What follows belongs to an exercise in optimizing a design on an open flow for small area and a short achievable clock period; a production flow would make more cautious choices. In this exercise RTL edits were held to simulation tests only and were not proved equivalent to the original. Power is estimated from default activity; no workload was simulated.

## run A
## issue_queue
module issue_queue #(
    parameter int num_entries = 8,
    parameter int num_units   = 3
) (
    input  logic                 clk,
    input  logic                 reset_n,
    input  logic                 dispatch_valid,
    input  logic [iq_pkg::dispatch_w-1:0]       dispatch,
    input  logic [num_units*iq_pkg::result_w-1:0] results,
    output logic [num_units-1:0] issue_valid,
    output logic [num_units*iq_pkg::entry_w-1:0]  issued,
    output logic                 iq_full
);
Size in the first run: ~7800 cells after synthesis, roughly 680 I/O pins.
export LEC_CHECK = 0
export CAP_MARGIN = 20
export CELL_PAD_IN_SITES_DETAIL_PLACEMENT = 1
export CELL_PAD_IN_SITES_GLOBAL_PLACEMENT = 2
export CORE_MARGIN = 2
export CORE_UTILIZATION = 35
export CTS_CLUSTER_DIAMETER = 80
export CTS_CLUSTER_SIZE = 20
export SETUP_SLACK_MARGIN = 1.5
export SLEW_MARGIN = 20
create_clock -name core_clock -period 4.0 [get_ports {clk}]
standard.sh (not shown) runs the stock make flow with config.mk's settings and CLKGATE_MAP_FILE= SYNTH_SCRIPT=/design/flow/synth_recipe.tcl, a recipe that flattens the netlist after the stock synthesis.
==> flow/flow/run.sh <==
#!/bin/bash
# Standard layout, with the smallest buffer on the ports instead of the
# delay-cell buffer ORFS picks by default (every port still gets a buffer).
cp standard.sh standard_sh_copy.log
export BUFFER_PORTS_ARGS="-buffer_cell sky130_fd_sc_hd__buf_1"
bash standard.sh > standard.log 2>&1
Run A: full flow OK, the timing, design-rule and antenna checks passed
> inputs changed (run A -> run B)
# run A
export LEC_CHECK = 0
export CAP_MARGIN = 20
export CELL_PAD_IN_SITES_DETAIL_PLACEMENT = 1
export CELL_PAD_IN_SITES_GLOBAL_PLACEMENT = 2
export CORE_MARGIN = 2
export CORE_UTILIZATION = 35
export CTS_CLUSTER_DIAMETER = 80
export CTS_CLUSTER_SIZE = 20
export SETUP_SLACK_MARGIN = 1.5
export SLEW_MARGIN = 20
create_clock -name core_clock -period 4.0 [get_ports {clk}]
# run B
export LEC_CHECK = 0
export CAP_MARGIN = 20
export CELL_PAD_IN_SITES_DETAIL_PLACEMENT = 1
export CELL_PAD_IN_SITES_GLOBAL_PLACEMENT = 2
export CORE_MARGIN = 2
export CORE_UTILIZATION = 35
export SETUP_SLACK_MARGIN = 1.5
export SLEW_MARGIN = 20
create_clock -name core_clock -period 4.0 [get_ports {clk}]
==> flow/run.sh (new file) <==
#!/bin/bash
# synth_recipe.tcl (not shown) runs the flow's synth.tcl, then flattens the netlist and writes it again
# the make line also repeats each setting of config.mk as NAME=value (left out here)
make -C /OpenROAD-flow-scripts/flow DESIGN_CONFIG=/design/flow/config.mk WORK_HOME=/design/flow/orfs CLKGATE_MAP_FILE= SYNTH_SCRIPT=/design/flow/synth_recipe.tcl finish
removed: flow/flow/run.sh
removed: flow/standard.sh
### Flow results
Run B ran to completion and came out clean on the timing, design-rule and antenna checks.
Fraction of power consumed by the clock network, run A and run B: lower on run A
On run B: clock skew is 0.049 ns higher than what run A gave.
In the metrics for run A and run B, the one carrying the lower number of fill cells is run B.
[compare] base=run A new=run B: depth of the critical timing path with buffers and inverters included went down 1; sequential share of the synthesized area about even; final HPWL from detailed placement climbed about 2%; worst setup slack now sits lower.
From run A to run B the numbers moved as follows: power shows an increase of 6.1%; period utilization shows an increase of 1.5 points.
The following lists how run C was set up differently from run B:
==> flow/flow/run.sh (new file) <==
#!/bin/bash
# Standard layout, with the smallest buffer on the ports instead of the
# delay-cell buffer ORFS picks by default (every port still gets a buffer).
cp standard.sh standard_sh_copy.log
export BUFFER_PORTS_ARGS="-buffer_cell sky130_fd_sc_hd__buf_1"
bash standard.sh > standard.log 2>&1
==> flow/standard.sh (new file) <==
#!/bin/bash
# synth_recipe.tcl (not shown) runs the flow's synth.tcl, then flattens the netlist and writes it again
# the make line also repeats each setting of config.mk as NAME=value (left out here)
make -C /OpenROAD-flow-scripts/flow DESIGN_CONFIG=/design/flow/config.mk WORK_HOME=/design/flow/orfs CLKGATE_MAP_FILE= SYNTH_SCRIPT=/design/flow/synth_recipe.tcl "${@:-finish}"
removed: flow/run.sh
### Flow results
Between run C and run B, the difference in clock-cell share of area is negligible. Of the two values seen for end of the critical path, pay[1][38] was produced by run C and iss_q[0][103] by run B. Run B → run C: clock-pin slew on the worst setup and hold paths comparable; cell area saw a decrease; post-synthesis share of cell area spent on and, or, nand and nor gates has remained practically unchanged; peak supply drop has increased; number of buffers other than clock buffers in the final layout now sits lower. Re CTS buffer count: no difference whatsoever between run B and run C. Taking run B over run C, the initial antenna violation count ratio works out to 0.823.

[what the ideal ports hide]
The flow's constraints put no driver on any port. The routed layouts listed below were extracted and timed again, unchanged, in two steps.
Step 1, drivers: a clkbuf_16 drives clk and a buf_2 each remaining input, both assumed.
Step 2, shift: input delay + t, output delay - t, t = (earliest + latest rising clock arrival at the registers) / 2. This alone moves slack from input paths to output paths.
Three values: ideal ports, drivers, drivers and shift; two values: the first two.
run | shift t [ns] | setup slack, ns | worst setup path at the end | clock arrival spread, ns | cell pins on the clock port's net
run A | 0.945 | 1.295 / 1.295 / 0.474 | input to register | 0.059 / 0.059 | 1
run B | 0.974 | 1.235 / 1.235 / 0.434 | input to register | 0.112 / 0.112 | 1
run C | 0.992 | 1.298 / 1.298 / 0.440 | input to register | 0.072 / 0.072 | 1
After both steps every run listed still meets setup and hold. For run C, which loses most, drivers alone change the setup slack by 0.000 ns; drivers and shift together by -0.858 ns.
